This design comes from an exercise in tuning for small area on the open sky130 flow, not from production work.
Function was checked by simulation only, so behaviour that the tests miss may differ from the original.
The clock port is modelled as an ideal driver; clocking choices that lean on that would not hold on a real chip.
Power figures rest on the tool's default switching activity, not on a simulated workload.

===== flow/config.mk =====
export PLATFORM = sky130hd
export DESIGN_NAME = regfile_scb
export DESIGN_NICKNAME = regfile_scb
export VERILOG_FILES = /design/flow/design.v
export SDC_FILE = /design/flow/constraint.sdc
export NUM_CORES = 4
export LEC_CHECK = 0
export CAP_MARGIN = 10
export CORE_MARGIN = 2
export CORE_UTILIZATION = 52
export PLACE_DENSITY = 0.62
export SLEW_MARGIN = 10

===== flow/constraint.sdc =====
create_clock -name core_clock -period 15.0 [get_ports {CLK}]
set_input_delay 3.0000 -clock core_clock [delete_from_list [all_inputs] [get_ports {CLK}]]
set_output_delay 3.0000 -clock core_clock [all_outputs]
set_load 0.01 [all_outputs]

===== flow/design.v =====
package regfile_pkg;
   localparam int DEF_WIDTH  = 32;
   localparam int DEF_ADDR_W = 5;
   localparam int ZERO_IDX   = 0;
   typedef logic [2**DEF_ADDR_W-1:0] busy_vec_t;
endpackage
module regfile_word
#(
   parameter int                WIDTH       = regfile_pkg::DEF_WIDTH
) (
   input  logic             clk,
   input  logic             load,
   input  logic [WIDTH-1:0] d,
   output logic [WIDTH-1:0] q
);
   always_ff @(negedge clk) begin
      if (load) begin
         q <= d;
      end
   end
endmodule
module regfile_rdmux (
   input  logic [31:0]   sel,
   input  logic [1023:0] d,
   output logic [31:0]   y
);
   always_comb begin
      y = '0;
      for (int t = 0; t < 32; t++) begin
         y = y | ({32{sel[t]}} & d[32*t +: 32]);
      end
   end
endmodule
module regfile_scb
#(
   parameter int               WIDTH       = regfile_pkg::DEF_WIDTH,
   parameter int               ADDR_W      = regfile_pkg::DEF_ADDR_W,
   parameter logic [WIDTH-1:0] RESET_VALUE = '0,
   parameter bit               ZERO_REG    = 1'b1
) (
   input  logic              CLK,
   input  logic              RESET,
   input  logic              WR_EN,
   input  logic [ADDR_W-1:0] WR_ADDR,
   input  logic [WIDTH-1:0]  WR_DATA,
   input  logic              RD_EN,
   input  logic [ADDR_W-1:0] RD_ADDR1,
   input  logic [ADDR_W-1:0] RD_ADDR2,
   output logic [WIDTH-1:0]  RD_DATA1,
   output logic [WIDTH-1:0]  RD_DATA2,
   output logic              RD_VALID,
   input  logic              RSV_EN,
   input  logic [ADDR_W-1:0] RSV_ADDR,
   output logic              BUSY1,
   output logic              BUSY2
);
   localparam int DEPTH = 2**ADDR_W;
   logic [WIDTH-1:0]       word_q [DEPTH];
   logic [DEPTH-1:0]       valid;
   logic [DEPTH-1:0]       busy;
   logic [DEPTH-1:0]       wr_hit;
   logic [DEPTH-1:0]       rsv_hit;
   logic [DEPTH-1:0]       sel1;
   logic [DEPTH-1:0]       sel2;
   logic [DEPTH*WIDTH-1:0] mux_d1;
   logic [DEPTH*WIDTH-1:0] mux_d2;
   logic [WIDTH-1:0]       rd_next1;
   logic [WIDTH-1:0]       rd_next2;
   always_comb begin
      for (int i = 0; i < DEPTH; i++) begin
         wr_hit[i]  = (i != 0) && WR_EN  && (WR_ADDR  == ADDR_W'(i));
         rsv_hit[i] = (i != 0) && RSV_EN && (RSV_ADDR == ADDR_W'(i));
      end
   end
   for (genvar i = 0; i < DEPTH; i++) begin : g_word
      if (i == 0) begin : g_zero
         assign word_q[i] = '0;
      end else begin : g_reg
         regfile_word #(
            .WIDTH (WIDTH)
         ) u_word (
            .clk  (CLK),
            .load (wr_hit[i]),
            .d    (WR_DATA),
            .q    (word_q[i])
         );
      end
   end
   always_ff @(negedge CLK or negedge RESET) begin
      if (!RESET) begin
         valid <= '0;
         busy  <= '0;
      end else begin
         valid <= valid | wr_hit;
         busy  <= rsv_hit | (busy & ~wr_hit);
      end
   end
   always_comb begin
      BUSY1 = busy[RD_ADDR1];
      BUSY2 = busy[RD_ADDR2];
   end
   always_comb begin
      sel1 = '0;
      sel2 = '0;
      sel1[0] = !RD_EN;
      sel2[0] = !RD_EN;
      for (int i = 1; i < DEPTH; i++) begin
         sel1[i] = RD_EN && valid[i] && (RD_ADDR1 == ADDR_W'(i));
         sel2[i] = RD_EN && valid[i] && (RD_ADDR2 == ADDR_W'(i));
      end
      mux_d1[0 +: WIDTH] = RD_DATA1;
      mux_d2[0 +: WIDTH] = RD_DATA2;
      for (int i = 1; i < DEPTH; i++) begin
         mux_d1[WIDTH*i +: WIDTH] = word_q[i];
         mux_d2[WIDTH*i +: WIDTH] = word_q[i];
      end
   end
   regfile_rdmux u_rdmux1 (.sel(sel1), .d(mux_d1), .y(rd_next1));
   regfile_rdmux u_rdmux2 (.sel(sel2), .d(mux_d2), .y(rd_next2));
   always_ff @(negedge CLK or negedge RESET) begin
      if (!RESET) begin
         RD_DATA1 <= '0;
         RD_DATA2 <= '0;
         RD_VALID <= 1'b0;
      end else begin
         RD_VALID <= RD_EN;
         RD_DATA1 <= rd_next1;
         RD_DATA2 <= rd_next2;
      end
   end
endmodule

===== flow/flow/run.sh =====
#!/bin/bash
# Layout flow: the standard flow (standard.sh) with
#  - synthesis: the standard script, with the read multiplexer module kept
#    apart, ABC in area mode, and the multiplexer swapped for a gate-level
#    AND-OR version (generated by gen_rdmux.py) before flattening;
#  - port buffers: buf_1;
#  - CTS: one tree per clock net (see pre_cts.tcl), large sink clusters,
#    no dummy loads.
set -euo pipefail
W=$PWD
python3 flow/gen_rdmux.py $W/rdmux_gates.v > gen_rdmux.log 2>&1
rm -rf $W/synth_scripts
cp -r $FLOW_HOME/scripts $W/synth_scripts
cp flow/abc_area_nf.script $W/synth_scripts/abc_speed.script
bash standard.sh SCRIPTS_DIR=$W/synth_scripts SYNTH_SCRIPT=$W/flow/my_synth.tcl \
  SYNTH_KEEP_MODULES=regfile_rdmux RDMUX_GATES=$W/rdmux_gates.v synth > synth.log 2>&1
bash standard.sh "BUFFER_PORTS_ARGS=-buffer_cell sky130_fd_sc_hd__buf_1" PRE_CTS_TCL=$W/flow/pre_cts.tcl \
  "CTS_ARGS=$(cat flow/cts_args.txt)" finish > layout.log 2>&1

===== flow/flow/abc_area_nf.script =====
&get -n
&st
&dch
&nf -a
&put

===== flow/flow/cts_args.txt =====
-sink_clustering_enable -repair_clock_nets -dont_use_dummy_load -buf_list {sky130_fd_sc_hd__clkbuf_16} -sink_clustering_size 24 -sink_clustering_max_diameter 150

===== flow/flow/gen_rdmux.py =====
#!/usr/bin/env python3
# Writes flow/regfile_rdmux_gates.v: a sky130hd gate-level regfile_rdmux
# (32 selects x 32-bit words -> 32 bits) for the flow to swap in for the
# RTL module after synthesis.  Per output bit: ten a222oi + one a22oi over
# the 32 (select, data) pairs, two nand4 + one nand3, one or3.
import sys
P = 'sky130_fd_sc_hd__'
o = []
o.append('module regfile_rdmux (sel, d, y);')
o.append('  input [31:0] sel;')
o.append('  input [1023:0] d;')
o.append('  output [31:0] y;')
for b in range(32):
    g = []
    for k in range(11):
        n = f'g_{b}_{k}'
        o.append(f'  wire {n};')
        g.append(n)
        t = 3 * k
        if k < 10:
            o.append(f'  {P}a222oi_1 u_ao_{b}_{k} (.A1(sel[{t}]), .A2(d[{32*t+b}]), '
                     f'.B1(sel[{t+1}]), .B2(d[{32*(t+1)+b}]), '
                     f'.C1(sel[{t+2}]), .C2(d[{32*(t+2)+b}]), .Y({n}));')
        else:
            o.append(f'  {P}a22oi_1 u_ao_{b}_{k} (.A1(sel[{t}]), .A2(d[{32*t+b}]), '
                     f'.B1(sel[{t+1}]), .B2(d[{32*(t+1)+b}]), .Y({n}));')
    for j in range(3):
        o.append(f'  wire n_{b}_{j};')
    o.append(f'  {P}nand4_1 u_na_{b}_0 (.A({g[0]}), .B({g[1]}), .C({g[2]}), .D({g[3]}), .Y(n_{b}_0));')
    o.append(f'  {P}nand4_1 u_na_{b}_1 (.A({g[4]}), .B({g[5]}), .C({g[6]}), .D({g[7]}), .Y(n_{b}_1));')
    o.append(f'  {P}nand3_1 u_na_{b}_2 (.A({g[8]}), .B({g[9]}), .C({g[10]}), .Y(n_{b}_2));')
    o.append(f'  {P}or3_1 u_or_{b} (.A(n_{b}_0), .B(n_{b}_1), .C(n_{b}_2), .X(y[{b}]));')
o.append('endmodule')
open(sys.argv[1] if len(sys.argv) > 1 else 'regfile_rdmux_gates.v', 'w').write('\n'.join(o) + '\n')

===== flow/flow/my_synth.tcl =====
# The standard synthesis (synth_recipe.tcl) with the read multiplexer
# module kept apart and swapped for a gate-level version before flattening.
proc synth {args} { yosys synth -nofsm -noshare {*}$args }
source $::env(SCRIPTS_DIR)/synth.tcl
read_verilog -overwrite $::env(RDMUX_GATES)
hierarchy -top $::env(DESIGN_NAME)
# left out here: clear keep_hierarchy, flatten, clean up, hide names made inside functions
tee -o $::env(REPORTS_DIR)/synth_stat_final.txt stat {*}$lib_args
# left out here: write 1_2_yosys.v

===== flow/flow/pre_cts.tcl =====
# Keep the one clock inverter that synthesis made for the falling-edge
# storage words as a clock-tree node, instead of cloning it per register.
proc repair_clock_inverters {args} {
  puts "pre_cts.tcl: repair_clock_inverters skipped"
}

# CTS builds one tree on CLK and one on the inverted clock, then pads the
# CLK tree with a chain of delay buffers to balance the two. Remove that
# chain: the registers on CLK keep their own tree's latency.
proc remove_cts_delay_buffers {} {
  set block [ord::get_db_block]
  set n 0
  foreach inst [$block getInsts] {
    if {![string match "delaybuf_*" [$inst getName]]} { continue }
    set in_net ""
    set out_net ""
    foreach it [$inst getITerms] {
      if {[[$it getMTerm] getSigType] ne "SIGNAL"} { continue }
      if {[$it isInputSignal]} { set in_net [$it getNet] }
      if {[$it isOutputSignal]} { set out_net [$it getNet] }
    }
    if {$in_net eq "" || $out_net eq ""} { continue }
    if {[llength [$out_net getBTerms]] > 0} { continue }
    foreach it [$out_net getITerms] {
      if {[$it getInst] eq $inst} { continue }
      $it disconnect
      $it connect $in_net
    }
    odb::dbInst_destroy $inst
    odb::dbNet_destroy $out_net
    incr n
  }
  puts "pre_cts.tcl: removed $n CTS delay buffers"
}

rename clock_tree_synthesis orig_clock_tree_synthesis
proc clock_tree_synthesis {args} {
  orig_clock_tree_synthesis {*}$args
  remove_cts_delay_buffers
}

===== flow/standard.sh =====
#!/bin/bash
# synth_recipe.tcl (not shown) runs the flow's synth.tcl, then flattens the netlist and writes it again
# the make line also repeats each setting of config.mk as NAME=value (left out here)
make -C /OpenROAD-flow-scripts/flow DESIGN_CONFIG=/design/flow/config.mk WORK_HOME=/design/flow/orfs CLKGATE_MAP_FILE= SYNTH_SCRIPT=/design/flow/synth_recipe.tcl "${@:-finish}"

==> run_results.csv, run 1 <==
group,metric,value,unit
grt,antenna_found_initial,18,
outcome,status,"finished with violations",
worst_setup_path,crit_slowest_cell,"and3_2",
worst_setup_path,crit_arrival,6.55,ns
floorplan,die-area,0.0860,sq mm
pwr,power.leakage,15.3,nW
drt,drtIter0Drc,8462,
final_layout,drive_above_1_share,11.1,%
placement,place_congestion,0.961,
worst_setup_path,path_buf_inv,1,
grt,grt_pass1_wl,228,mm
hold_path,min_path_type,"register to register",
synth,syn_inst,2443,
clock_tree,clkSlewWorstSetupHoldPaths,0.05,ns
floorplan,initial_core_util,52.2,%
sta,setup_tns,0,ns
drt,viasPerCell,8.45,
worst_setup_path,startpoint_type,"primary input",
grt,grt_usage,38.1,%
pwr,ir_drop,0.0000768,V
sta,setup_viol,0,
final_layout,design_area,0.0484,sq mm
worst_setup_path,crit_chain,"buf_1 -> nand2b_1 -> nor4_1 -> and3_2 -> a222oi_1 -> nand4_1 -> or3_1",
flow_run,drv_cap,0,
drt,wl_per_cell,43.5,um
sta,tightest_slew,1.36,ns
floorplan,die_y,293,um
outcome,so_faults,"antenna rules",
grt,grt_start_max_net_pins,128,
sta,rsz0062_at_grt,"no",
synth,synth_area_per_cell,17.8,sq um
placement,place_hpwl,96.1,mm
worst_setup_path,criticalPathCategory,"primary input to register",
floorplan,num_rows,106,
clock_tree,cts_setup_buffers,0,
drt,drtAntennaViolNets,1,
drt,drt-pass1-iter-count,13,
worst_setup_path,cp-end-kind,"register",
floorplan,die_w,293,um
worst_setup_path,crit_required,7.98,ns
placement,dpl_cell_area,0.0468,sq mm
sta,timing.slew.headroom,9.49,%
worst_setup_path,cp_slowest_stage_delay,1.12,ns
pwr,powerDensity,120,mW/mm^2
drt,drc,0,
sta,hold_violations,0,
final_layout,utilization,58.1,%
floorplan,pin_count,124,
floorplan,coreArea,0.0833,sq mm
final_layout,nets,2818,
grt,grt_pass1_vias,31000,
drt,wirelength,168,mm
final_layout,area_growth,11.3,%
final_layout,n_fill_cell,6256,
clock_tree,cts_resized,0,
clock_tree,cts_tree,"done",
drt,num_vias,32600,
synth,syn_nets,2500,
placement,port_buffers,123,
sta,fin_skew,1.04,ns
grt,gr-total-overflow,0,
clock_tree,hold_buffers,0,
synth,syn_area,0.0435,sq mm
worst_setup_path,crit_family,"simple AND/OR/NAND/NOR gates",
worst_setup_path,path_max_fanout,32,
clock_tree,clock_latency,1.48,ns
synth,yosys_warnings,5,
sta,slew_violations,0,
registers in the layout, indices dropped and copies added, names as in the netlist:
signal,flops
RD_DATA1,32
RD_DATA2,32
RD_VALID,1
busy,31
g_word.g_reg.u_word.q,992
valid,31
routing by layer:
metal | track usage [%] | part of all wire [%] | vias up
met3 | 15.9 | 18 | 538
li1 | - | - | 12300
met5 | 0 | 0.018 | -
met2 | 55.1 | 43 | 3327
met4 | 17.7 | 4.9 | 4
met1 | 50.3 | 34 | 16400
cells in the final DEF, fill, tap and decap left out, types with 13 or more instances in the layout:
cell type,n
edfxtp_1,992
a222oi_1,641
nand4_1,134
dfrtn_1,127
buf_4,127
buf_1,108
nand3_1,101
a22oi_1,69
or3_1,65
clkbuf_16,64
nand2_1,60
nand2b_1,34
nor3_2,29
nor2_4,27
o21ai_0,24
a22o_1,17
nor2_1,16
diode_2,14
mux4_2,14
clkbuf_2,14
clkinv_1,13
nor4_2,13
worst register-to-register path: stages, from the launching register on:
cell and delay, ns:
edfxtp_1 0.41, a222oi_1 0.43, nand4_1 0.52, or3_1 0.55
through the flow:
stage / std cells / hold slack, ns / setup slack, ns / power (mW)
after floorplan: 2443 / 0.395 / 1.44 / 4.19
after global placement: 3775 / 0.418 / 1.30 / 4.43
after detailed placement: 3775 / 0.419 / 1.26 / 4.44
after CTS: 3839 / 0.419 / 1.71 / 5.77
after global routing: 3840 / 0.430 / 1.50 / 5.91
final: 3853 / 0.418 / 1.43 / 5.79
where the power goes:
| group | internal [mW] | switching (mW) | leakage (nW) |
|---|---|---|---|
| registers | 3.50 | 0.107 | 10.5 |
| clock network | 0.756 | 1.03 | 0.790 |
| logic | 0.126 | 0.268 | 4.03 |
| total | 4.39 | 1.41 | 15.3 |
worst paths after layout:
check | start | cells after the start | slack [ns] | end
setup / recovery | RD_ADDR2[1] | 7 | 1.43 | RD_DATA2[0]$_DFF_NN0_
hold / removal | valid[3]$_DFF_NN0_ | 1 | 0.42 | valid[3]$_DFF_NN0_
setup reg to reg | g_word[15].g_reg.u_word.q[14]$_DFFE_NP_ | 3 | 11.89 | RD_DATA1[14]$_DFF_NN0_
hold reg to reg | valid[3]$_DFF_NN0_ | 1 | 0.42 | valid[3]$_DFF_NN0_
max in group asynchronous | RESET | 2 | 4.11 | RD_DATA2[10]$_DFF_NN0_
min in group asynchronous | RESET | 2 | 10.01 | busy[11]$_DFF_NN0_
area by class of cell:
class	count	area, sq um	area share, %
flip-flops and latches	1119	33000	68.1
multi-input cells	1302	10900	22.5
clock buffers	64	1600	3.31
repair buffers	252	1480	3.05
well taps	1080	1350	2.79
inverters	22	82.6	0.171
diodes	14	35.0	0.0724
==> inputs of run 2 (changes only) <==
--- a/flow/config.mk
+++ b/flow/config.mk
@@ -9,4 +9,4 @@
 export CORE_MARGIN = 2
-export CORE_UTILIZATION = 52
-export PLACE_DENSITY = 0.62
+export CORE_UTILIZATION = 45
+export PLACE_DENSITY = 0.55
 export SLEW_MARGIN = 10
==> run 2 against run 1 <==
Register-to-register slack better by 0.15 ns. Routed wire length fell by 0.43%. Critical endpoint is now RD_DATA2[12]$_DFF_NN0_. Design area rose by 0.50%. The run now finishes clean. Worst setup slack got worse by 0.15 ns. Clock skew decreased by 0.044 ns. Power down 0.90%.
==> run_results.csv, run 2 <==
group,metric,value,unit
outcome,status,"no timing/DRC/antenna violations",
final_layout,multi_input_area,0.0109,sq mm
pwr,pwr-share-comb,6.7,%
clock_tree,cts_tree,"done",
final_layout,area_growth,11.8,%
clock_tree,cts_resized,0,
final_layout,seqCellArea,0.0330,sq mm
pwr,powerDensity,118,mW/mm^2
floorplan,pin_count,124,
floorplan,die-area,0.0992,sq mm
worst_setup_path,criticalPathCategory,"primary input to register",
pwr,p_sw,1.36,mW
pwr,p_int,4.38,mW
clock_tree,clkSlewWorstSetupHoldPaths,0.04,ns
drt,drtIter0Drc,7626,
drt,viasPerCell,7.85,
grt,grt_usage,33.1,%
pwr,total_power,5.74,mW
worst_setup_path,crit_chain,"buf_1 -> nand2b_1 -> nor4_1 -> and3_2 -> a222oi_1 -> nand4_1 -> or3_1",
pwr,power.leakage,15.3,nW
sta,setup_viol,0,
floorplan,die_w,315,um
clock_tree,cts_setup_buffers,0,
worst_setup_path,crit_family,"simple AND/OR/NAND/NOR gates",
sta,rsz0062_at_grt,"no",
floorplan,die_y,315,um
grt,grt_pass1_vias,31000,
placement,place_congestion,0.910,
final_layout,mostFrequentLayoutCell,"edfxtp_1",
final_layout,drive_above_1_share,11.1,%
sta,setup_tns,0,ns
drt,drc,0,
grt,grt_start_max_net_pins,64,
synth,synth_area_per_cell,17.8,sq um
placement,place_inst,3976,
pwr,ir_drop,0.000109,V
pwr,clkPwrFrac,30.8,%
synth,syn_inst,2443,
drt,drt-pass1-iter-count,14,
synth,yosys_warnings,5,
floorplan,initial_core_util,45.2,%
final_layout,final_cell_mix,"edfxtp_1, a222oi_1, nand4_1",
worst_setup_path,crit_slowest_cell,"buf_1",
sta,timing.slew.headroom,9.27,%
drt,drt-met1-wl,59.1,mm
worst_setup_path,path_buf_inv,1,
worst_setup_path,path_max_fanout,32,
synth,syn_area,0.0435,sq mm
sta,fin_skew,0.994,ns
worst_setup_path,crit_arrival,6.49,ns
worst_setup_path,crit_required,7.78,ns
drt,wl_met3,25.2,mm
synth,syn_nets,2500,
sta,slew_violations,0,
grt,antenna_found_initial,20,
final_layout,nets,2823,
final_layout,top_regs,"g_word.g_reg.u_word.q (992), RD_DATA1 (32), RD_DATA2 (32)",
floorplan,coreArea,0.0963,sq mm
pwr,p_seq_share,62.6,%
flow_run,drv_cap,0,
sta,fin_hold_ws,0.412,ns
final_layout,n_fill_cell,7859,
clock_tree,clock_latency,1.43,ns
floorplan,num_rows,114,
clock_tree,hold_buffers,0,
drt,topRoutingLayerUsed,"met5",
placement,port_buffers,123,
sta,hold_violations,0,
hold_path,min_path_type,"register to register",
pwr,swShare,23.6,%
worst_setup_path,cp_slowest_stage_delay,0.67,ns
drt,num_vias,31700,
sta,tightest_slew,1.36,ns
final_layout,max_flop_register,"g_word.g_reg.u_word.q",
drt,wl_per_cell,41.3,um
worst_setup_path,startpoint_type,"primary input",
drt,wirelength,167,mm
final_layout,final_cells,4042,
drt,met2_wirelength,75.2,mm
grt,grt_pass1_wl,230,mm
grt,gr-total-overflow,0,
placement,place_hpwl,97.9,mm
final_layout,largest_reg_flops,992,
worst_setup_path,cp-end-kind,"register",
drt,drtAntennaViolNets,0,
-- run 2: path summary, 6_finish.rpt --
check | slack [ns] | from | to | cells after the start
setup / recovery | 1.28 | RD_ADDR2[0] | RD_DATA2[12]$_DFF_NN0_ | 7
hold / removal | 0.41 | valid[1]$_DFF_NN0_ | valid[1]$_DFF_NN0_ | 1
setup reg to reg | 12.04 | g_word[6].g_reg.u_word.q[12]$_DFFE_NP_ | RD_DATA2[12]$_DFF_NN0_ | 3
hold reg to reg | 0.41 | valid[1]$_DFF_NN0_ | valid[1]$_DFF_NN0_ | 1
max in group asynchronous | 3.92 | RESET | RD_DATA2[24]$_DFF_NN0_ | 2
min in group asynchronous | 9.77 | RESET | busy[11]$_DFF_NN0_ | 1
-- run 2: final cells by class --
cell class,count,share of cell area [%]
Antenna cell,2,0.0103
Clock buffer,64,3.29
Inverter,22,0.170
Multi-Input combinational cell,1302,22.4
Sequential cell,1119,67.8
Tap cell,1276,3.28
Timing Repair Buffer,257,3.08
-- run 2: routing by layer --
metal	vias up	GRT usage [%]
li1	12300	-
met1	16200	44.4
met2	2749	50.5
met3	467	9.24
met4	6	14.4
met5	-	0.145
-- run 2: power by group through the flow --
| stage | registers, mW | clock network (mW) | logic (mW) |
|---|---|---|---|
| floorplan | 3.63 | 0.395 | 0.158 |
| global placement | 3.65 | 0.395 | 0.366 |
| detailed placement | 3.66 | 0.395 | 0.372 |
| CTS | 3.59 | 1.79 | 0.373 |
| global route | 3.60 | 1.89 | 0.405 |
| finish | 3.59 | 1.77 | 0.382 |
-- run 2: metrics by stage --
stage	util (%)	cell area, sq um	setup WS (ns)
after floorplan	-	43500	1.44
after global placement	48.9	47000	1.02
after detailed placement	48.9	47000	0.952
after CTS	50.5	48600	1.43
after global routing	50.5	48600	1.22
final	50.5	48700	1.28
-- run 2: worst register-to-register path: stages (launching register included) --
cell and delay, ns:
edfxtp_1 0.40, a222oi_1 0.42, nand4_1 0.49, or3_1 0.53
==> inputs of run 3 (changes only) <==
--- a/flow/config.mk
+++ b/flow/config.mk
@@ -8,5 +8,7 @@
 export CAP_MARGIN = 10
+export CELL_PAD_IN_SITES_DETAIL_PLACEMENT = 1
+export CELL_PAD_IN_SITES_GLOBAL_PLACEMENT = 1
 export CORE_MARGIN = 2
-export CORE_UTILIZATION = 45
-export PLACE_DENSITY = 0.55
+export CORE_UTILIZATION = 50
+export PLACE_DENSITY = 0.6
 export SLEW_MARGIN = 10
==> run 3 against run 2 <==
Design area is 0.30% lower. Die area is 9.9% lower. Cell count is 3.2% lower. Clock skew is 0.089 ns higher. Synthesized cell count stayed put. Power is 1.0% higher. Via count is 3.1% higher. Count of clock-buffer cells in the layout stayed put. Non-clock buffer count is 11 lower. Register-to-register slack better by 0.04 ns. Combinational power hardly changed. Critical endpoint is now RD_DATA2[22]$_DFF_NN0_.
==> run_results.csv, run 3 <==
group,metric,value,unit
outcome,status,"no timing/DRC/antenna violations",
pwr,p_seq_share,62.1,%
worst_setup_path,crit_arrival,6.26,ns
grt,met2_usage,63.4,%
drt,viasPerCell,8.36,
grt,antenna_found_initial,11,
synth,syn_nets,2500,
sta,timing.slew.headroom,9.18,%
pwr,ir_drop,0.000135,V
grt,gr-total-overflow,0,
flow_run,drv_cap,0,
floorplan,num_rows,108,
final_layout,max_flop_register,"g_word.g_reg.u_word.q",
drt,wirelength,186,mm
sta,hold_violations,0,
sta,slew_violations,0,
hold_path,min_path_type,"register to register",
pwr,powerDensity,120,mW/mm^2
grt,grt_pass1_wl,257,mm
floorplan,die_y,299,um
worst_setup_path,path_max_fanout,18,
pwr,power.leakage,15.4,nW
final_layout,utilization,56.1,%
sta,fin_skew,1.08,ns
final_layout,final_cell_mix,"edfxtp_1, a222oi_1, nand4_1",
drt,num_vias,32700,
worst_setup_path,crit_required,7.99,ns
synth,syn_inst,2443,
placement,port_buffers,123,
grt,grt_pass1_vias,33300,
worst_setup_path,criticalPathCategory,"primary input to register",
final_layout,top_regs,"g_word.g_reg.u_word.q (992), RD_DATA1 (32), RD_DATA2 (32)",
synth,synth_area_per_cell,17.8,sq um
drt,drc,0,
final_layout,nets,2812,
drt,drtAntennaViolNets,0,
floorplan,pin_count,124,
synth,yosys_warnings,5,
sta,rsz0062_at_grt,"no",
placement,place_hpwl,107,mm
floorplan,initial_core_util,50.3,%
sta,fin_hold_ws,0.418,ns
sta,setup_tns,0,ns
drt,wl_per_cell,47.5,um
clock_tree,clock_latency,1.53,ns
placement,place_congestion,0.888,
grt,use_met3,10.8,%
pwr,pwr-share-comb,6.5,%
final_layout,largest_reg_flops,992,
floorplan,die-area,0.0894,sq mm
final_layout,area_growth,11.5,%
clock_tree,clkSlewWorstSetupHoldPaths,0.04,ns
grt,grt.busiest_layer,"met2",
grt,use_met1,53.7,%
clock_tree,cts_resized,0,
sta,tightest_slew,1.36,ns
drt,drtIter0Drc,7345,
pwr,p_int,4.38,mW
final_layout,mostFrequentLayoutCell,"edfxtp_1",
pwr,p_sw,1.41,mW
synth,syn_area,0.0435,sq mm
pwr,clkPwrFrac,31.4,%
sta,setup_viol,0,
pwr,swShare,24.4,%
worst_setup_path,startpoint_type,"primary input",
worst_setup_path,cp-end-kind,"register",
grt,grt_start_max_net_pins,68,
clock_tree,hold_buffers,0,
clock_tree,cts_setup_buffers,0,
floorplan,coreArea,0.0865,sq mm
final_layout,n_fill_cell,7790,
grt,grt_usage,41.3,%
drt,drt-pass1-iter-count,10,
clock_tree,cts_tree,"done",
final_layout,drive_above_1_share,11.6,%
floorplan,die_w,299,um
==> run 3: per-layer routing <==
metal	part of all wire, %	vias to the layer above
met3	14	621
met4	6.2	8
met1	35	16800
met2	45	2935
met5	0.029	-
li1	-	12300
==> run 3: power by group through the flow <==
stage	clock (mW)	combinational, mW	sequential [mW]
after floorplan	0.395	0.158	3.63
after global placement	0.395	0.353	3.66
after detailed placement	0.395	0.366	3.66
after CTS	1.82	0.366	3.60
after global routing	1.90	0.399	3.61
final	1.82	0.379	3.60
==> run 3: path summary, 6_finish.rpt <==
kind | endpoint | cells past startpoint | startpoint | slack, ns
max | RD_DATA2[22]$_DFF_NN0_ | 8 | RD_ADDR2[1] | 1.73
min | valid[12]$_DFF_NN0_ | 1 | valid[12]$_DFF_NN0_ | 0.42
max reg2reg | RD_DATA2[29]$_DFF_NN0_ | 3 | g_word[21].g_reg.u_word.q[29]$_DFFE_NP_ | 12.08
min reg2reg | valid[12]$_DFF_NN0_ | 1 | valid[12]$_DFF_NN0_ | 0.42
max in group asynchronous | RD_DATA1[20]$_DFF_NN0_ | 2 | RESET | 3.73
min in group asynchronous | busy[28]$_DFF_NN0_ | 1 | RESET | 10.08
==> run 3: critical path, stage by stage <==
cell	delay (ns)
buf_1	0.33
nand2b_1	0.46
or3_1	0.50
nor3_4	0.85
buf_4	0.57
a222oi_1	0.20
nand4_1	0.17
or3_1	0.12
==> run 3: final cells by class <==
type / count / area (sq um) / share of cell area [%]
Antenna cell: 3 / 7.51 / 0.0155
Clock buffer: 64 / 1600 / 3.30
Inverter: 22 / 82.6 / 0.170
Multi-Input combinational cell: 1302 / 10900 / 22.6
Sequential cell: 1119 / 33000 / 68.0
Tap cell: 1155 / 1450 / 2.98
Timing Repair Buffer: 246 / 1460 / 3.01
==> run 3: per-stage QoR <==
step | std cells | cell area [sq um] | power (mW) | worst slack (ns)
3_3_place_gp | 3841 | 46800 | 4.41 | 1.50
6_report | 3911 | 48500 | 5.80 | 1.73
4_1_cts | 3905 | 48400 | 5.78 | 1.95
2_1_floorplan | 2443 | 43500 | 4.19 | 1.44
3_5_place_dp | 3841 | 46800 | 4.43 | 1.48
5_1_grt | 3909 | 48500 | 5.91 | 1.74
==> inputs of run 4 (changes only) <==
--- a/flow/config.mk
+++ b/flow/config.mk
@@ -7,3 +7,3 @@
 export LEC_CHECK = 0
-export CAP_MARGIN = 10
+export CAP_MARGIN = 0
 export CELL_PAD_IN_SITES_DETAIL_PLACEMENT = 1
@@ -13,2 +13,2 @@
 export PLACE_DENSITY = 0.6
-export SLEW_MARGIN = 10
+export SLEW_MARGIN = 0
==> run 4 against run 3 <==
Critical path type unchanged. Design area barely moved. Routed wire length rose by 0.11%. Synthesized cell count did not move. Power barely moved. Non-clock buffer count did not move. Cell count did not move. Clock skew fell by 0.0042 ns.
==> run_results.csv, run 4 <==
group,metric,value,unit
floorplan,die_w,299,um
synth,syn_area,0.0435,sq mm
pwr,powerDensity,120,mW/mm^2
worst_setup_path,cp-end-kind,"register",
grt,grt_pass1_wl,257,mm
final_layout,largest_reg_flops,992,
grt,antenna_found_initial,11,
pwr,ir_drop,0.000134,V
flow_run,drv_cap,0,
final_layout,final_cells,3911,
hold_path,whs_path_depth,1,
sta,hold_violations,0,
placement,pre_cts_ws,1.48,ns
placement,port_buffers,123,
worst_setup_path,criticalPathCategory,"primary input to register",
clock_tree,cts_tree,"done",
clock_tree,clock_latency,1.53,ns
pwr,power.leakage,15.4,nW
worst_setup_path,r2r-start,"g_word[13].g_reg.u_word.q[29]$_DFFE_NP_",
hold_path,min-delay-start,"valid[12]$_DFF_NN0_",
drt,drtIter0Drc,7751,
placement,place_congestion,0.888,
pwr,total_power,5.80,mW
grt,grt_start_max_net_pins,68,
synth,syn_nets,2500,
sta,setup_viol,0,
final_layout,mostFrequentLayoutCell,"edfxtp_1",
synth,syn_inst,2443,
floorplan,num_rows,108,
drt,wl_per_cell,47.5,um
clock_tree,clkSlewWorstSetupHoldPaths,0.05,ns
sta,fin_hold_ws,0.419,ns
sta,rsz0062_at_grt,"no",
outcome,status,"no timing/DRC/antenna violations",
clock_tree,cts_setup_buffers,0,
worst_setup_path,path_max_fanout,48,
final_layout,n_fill_cell,7785,
drt,num_vias,32900,
final_layout,utilization,56.1,%
worst_setup_path,startpoint_type,"primary input",
sta,timing.slew.headroom,5.78,%
floorplan,pin_count,124,
sta,tightest_slew,1.41,ns
worst_setup_path,r2r-end,"RD_DATA1[29]$_DFF_NN0_",
floorplan,die-area,0.0894,sq mm
sta,fin_skew,1.08,ns
placement,place_hpwl,107,mm
drt,wirelength,186,mm
floorplan,coreArea,0.0865,sq mm
placement,place_inst,3841,
final_layout,nets,2812,
hold_path,min_path_type,"register to register",
clock_tree,hold_buffers,0,
placement,dpl_cell_area,0.0468,sq mm
final_layout,design_area,0.0485,sq mm
clock_tree,cts_resized,0,
hold_path,holdPathEnd,"valid[12]$_DFF_NN0_",
floorplan,die_y,299,um
final_layout,max_flop_register,"g_word.g_reg.u_word.q",
drt,viasPerCell,8.41,
final_layout,drive_above_1_share,10.9,%
worst_setup_path,rr_worst_depth,3,
grt,grt_usage,41.3,%
final_layout,final_cell_mix,"edfxtp_1, a222oi_1, nand4_1",
grt,gr-total-overflow,0,
drt,drt-pass1-iter-count,11,
drt,drtAntennaViolNets,0,
sta,slew_violations,0,
floorplan,initial_core_util,50.3,%
worst_setup_path,r2r_setup_slack,12.08,ns
final_layout,top_regs,"g_word.g_reg.u_word.q (992), RD_DATA1 (32), RD_DATA2 (32)",
worst_setup_path,crit_required,7.80,ns
sta,setup_ws,1.77,ns
synth,yosys_warnings,5,
final_layout,area_growth,11.5,%
drt,drc,0,
grt,grt_pass1_vias,33300,
sta,setup_tns,0,ns
synth,synth_area_per_cell,17.8,sq um
worst_setup_path,crit_arrival,6.03,ns
[run 4: changes by cell type in the layout (fill, tap and decap cells not counted), sizes merged]
cell	change
clkbuf	-18
buf	+18
[run 4: worst max path at each step]
stage,startpoint,slack [ns],depth (start not counted),to
2_1_floorplan,RD_ADDR2[0],1.44,5,RD_DATA2[0]$_DFF_NN0_
3_3_place_gp,RD_EN,1.50,6,RD_DATA1[17]$_DFF_NN0_
3_5_place_dp,RD_ADDR2[1],1.48,8,RD_DATA2[22]$_DFF_NN0_
4_1_cts,RD_ADDR2[1],1.95,8,RD_DATA2[22]$_DFF_NN0_
5_1_grt,RD_EN,1.74,6,RD_DATA1[22]$_DFF_NN0_
6_report,RD_EN,1.77,6,RD_DATA1[17]$_DFF_NN0_
[run 4: critical path, cell delays in order]
cell      delay (ns)
clkbuf_2        0.77
inv_2           0.62
buf_4           0.49
a222oi_1        0.44
nand4_1         0.21
or3_1           0.41
[run 4: routing by layer]
layer / wire length (um) / up-vias / part of all wire, % / global-route usage, %
li1: - / 12300 / - / -
met3: 25600 / 641 / 14 / 10.8
met4: 11500 / 8 / 6.2 / 23.1
met5: 48 / - / 0.026 / 0
met1: 65000 / 17000 / 35 / 53.7
met2: 83700 / 2943 / 45 / 63.4
[run 4: area by class of cell]
| cell class | instances | area, sq um | area share, % |
|---|---|---|---|
| inverters | 22 | 82.6 | 0.170 |
| well taps | 1155 | 1450 | 2.98 |
| clock buffers | 64 | 1600 | 3.30 |
| multi-input cells | 1302 | 10900 | 22.6 |
| repair buffers | 246 | 1440 | 2.98 |
| diodes | 3 | 7.51 | 0.0155 |
| flip-flops and latches | 1119 | 33000 | 68.0 |
[run 4: where the power goes]
| part | total, mW | internal (mW) | switching (mW) | leakage [nW] |
|---|---|---|---|---|
| Sequential | 3.60 | 3.50 | 0.0989 | 10.5 |
| Clock | 1.82 | 0.757 | 1.06 | 0.790 |
| Combinational | 0.378 | 0.124 | 0.253 | 4.07 |
==> inputs of run 5 (changes only) <==
--- a/flow/flow/run.sh
+++ b/flow/flow/run.sh
@@ -7,3 +7,4 @@
 #  - CTS: one tree per clock net (see pre_cts.tcl), large sink clusters,
-#    no dummy loads.
+#    no dummy loads;
+#  - antenna repair with a ratio margin (pre_route.tcl).
 set -euo pipefail
@@ -17,2 +18,3 @@
 bash standard.sh "BUFFER_PORTS_ARGS=-buffer_cell sky130_fd_sc_hd__buf_1" PRE_CTS_TCL=$W/flow/pre_cts.tcl \
+  PRE_GLOBAL_ROUTE_TCL=$W/flow/pre_route.tcl PRE_DETAIL_ROUTE_TCL=$W/flow/pre_route.tcl MAX_REPAIR_ANTENNAS_ITER_DRT=10 \
   "CTS_ARGS=$(cat flow/cts_args.txt)" finish > layout.log 2>&1
==> flow/flow/pre_route.tcl (new file) <==
# Antenna repair with a ratio margin, so that the repairs made on the global
# routes still hold once the detailed router has laid the wires.
if {[llength [info commands orig_repair_antennas]] == 0} {
  rename repair_antennas orig_repair_antennas
  proc repair_antennas {args} {
    if {[lsearch -exact $args -ratio_margin] < 0} {
      lappend args -ratio_margin 30
    }
    return [orig_repair_antennas {*}$args]
  }
}
--- a/flow/config.mk
+++ b/flow/config.mk
@@ -7,5 +7,3 @@
 export LEC_CHECK = 0
-export CAP_MARGIN = 0
-export CELL_PAD_IN_SITES_DETAIL_PLACEMENT = 1
-export CELL_PAD_IN_SITES_GLOBAL_PLACEMENT = 1
+export CAP_MARGIN = 10
 export CORE_MARGIN = 2
@@ -13,2 +11,2 @@
 export PLACE_DENSITY = 0.6
-export SLEW_MARGIN = 0
+export SLEW_MARGIN = 10
==> run 5 against run 4 <==
Non-clock buffer count stayed put. Global-route usage decreased by 4.8 points. Critical path depth grew 1. Core utilization is essentially flat. Count of clock-buffer cells in the layout unchanged. Clock power decreased by 2%. Worst hold slack hardly changed. Critical endpoint is now RD_DATA2[8]$_DFF_NN0_.
==> run_results.csv, run 5 <==
group,metric,value,unit
floorplan,coreArea,0.0865,sq mm
placement,place_inst,3844,
clock_tree,cts_tree,"done",
sta,hold_violations,0,
final_layout,largest_reg_flops,992,
floorplan,die-area,0.0894,sq mm
placement,place_congestion,0.909,
final_layout,utilization,56.0,%
drt,num_vias,32200,
worst_setup_path,crit_required,7.98,ns
floorplan,num_rows,108,
drt,drt-pass1-iter-count,14,
worst_setup_path,criticalPathCategory,"primary input to register",
sta,setup_viol,0,
final_layout,final_cells,3923,
grt,grt_usage,36.4,%
sta,fin_skew,1.03,ns
synth,syn_nets,2500,
grt,gr-total-overflow,0,
worst_setup_path,startpoint_type,"primary input",
final_layout,n_fill_cell,6696,
drt,wirelength,167,mm
worst_setup_path,setup.worst_path.end,"RD_DATA2[8]$_DFF_NN0_",
worst_setup_path,cp-end-kind,"register",
pwr,total_power,5.78,mW
sta,rsz0062_at_grt,"no",
final_layout,mostFrequentLayoutCell,"edfxtp_1",
synth,syn_inst,2443,
sta,setup_tns,0,ns
hold_path,min_path_type,"register to register",
floorplan,die_w,299,um
pwr,ir_drop,0.0000824,V
clock_tree,cts_setup_buffers,0,
synth,yosys_warnings,5,
clock_tree,clkSlewWorstSetupHoldPaths,0.05,ns
worst_setup_path,r2r_setup_slack,11.97,ns
flow_run,drv_cap,0,
worst_setup_path,rr_worst_depth,3,
final_layout,nets,2812,
final_layout,top_regs,"g_word.g_reg.u_word.q (992), RD_DATA1 (32), RD_DATA2 (32)",
worst_setup_path,r2r-end,"RD_DATA2[8]$_DFF_NN0_",
outcome,status,"no timing/DRC/antenna violations",
pwr,powerDensity,119,mW/mm^2
final_layout,final_cell_mix,"edfxtp_1, a222oi_1, nand4_1",
final_layout,max_flop_register,"g_word.g_reg.u_word.q",
placement,place_hpwl,94.8,mm
sta,timing.slew.headroom,12.9,%
grt,grt_start_max_net_pins,70,
grt,grt_pass1_vias,31300,
placement,port_buffers,123,
floorplan,pin_count,124,
worst_setup_path,r2r-start,"g_word[3].g_reg.u_word.q[8]$_DFFE_NP_",
worst_setup_path,cp-startpoint,"RD_ADDR2[1]",
worst_setup_path,path_max_fanout,32,
sta,tightest_slew,1.31,ns
drt,viasPerCell,8.22,
drt,drc,0,
grt,grt_pass1_wl,229,mm
clock_tree,hold_buffers,0,
floorplan,initial_core_util,50.3,%
pwr,power.leakage,15.3,nW
clock_tree,clock_latency,1.47,ns
final_layout,design_area,0.0485,sq mm
drt,wl_per_cell,42.4,um
final_layout,drive_above_1_share,10.8,%
synth,syn_area,0.0435,sq mm
drt,drtIter0Drc,8714,
synth,synth_area_per_cell,17.8,sq um
floorplan,die_y,299,um
drt,drtAntennaViolNets,0,
worst_setup_path,crit_arrival,6.50,ns
clock_tree,cts_resized,0,
placement,dpl_cell_area,0.0468,sq mm
grt,antenna_found_initial,23,
sta,slew_violations,0,
final_layout,area_growth,11.4,%
==> run 5: area by class of cell <==
type,count,area (sq um),share of cell area (%)
sequential,1119,33000,68.0
multi-input combinational,1302,10900,22.5
clock buffer,64,1600,3.31
tap,1155,1450,2.98
timing repair buffer,246,1430,2.95
inverter,22,82.6,0.170
antenna,15,37.5,0.0775
==> run 5: per-stage QoR <==
stage	setup slack (ns)	hold slack [ns]
finish	1.48	0.419
floorplan	1.44	0.395
CTS	1.71	0.423
global placement	1.26	0.416
detailed placement	1.23	0.419
global route	1.42	0.439
==> run 5: critical path, cell delays in order <==
cell	delay, ns
buf_1	0.58
nand2b_1	0.57
nor4_1	0.35
and3_2	1.09
a222oi_1	0.19
nand4_1	0.45
or3_1	0.20
==> run 5: worst min path at each step <==
stage	slack, ns	depth (start not counted)	from	end
global route	0.44	1	valid[28]$_DFF_NN0_	valid[28]$_DFF_NN0_
CTS	0.42	1	valid[8]$_DFF_NN0_	valid[8]$_DFF_NN0_
floorplan	0.40	1	valid[10]$_DFF_NN0_	valid[10]$_DFF_NN0_
global placement	0.42	1	valid[9]$_DFF_NN0_	valid[9]$_DFF_NN0_
finish	0.42	1	valid[6]$_DFF_NN0_	valid[6]$_DFF_NN0_
detailed placement	0.42	1	valid[8]$_DFF_NN0_	valid[8]$_DFF_NN0_
==> run 5: routing by layer <==
layer / up-vias / global-route usage [%] / wire [um]
li1: 12300 / - / -
met1: 16200 / 47.6 / 56500
met2: 3171 / 54.1 / 73700
met3: 515 / 14.0 / 28500
met4: 4 / 16.8 / 7860
met5: - / 0 / 25
==> run 5: power by group <==
group | internal, mW | switching (mW)
Combinational | 0.126 | 0.264
Clock | 0.757 | 1.03
Sequential | 3.50 | 0.104
Total | 4.39 | 1.40
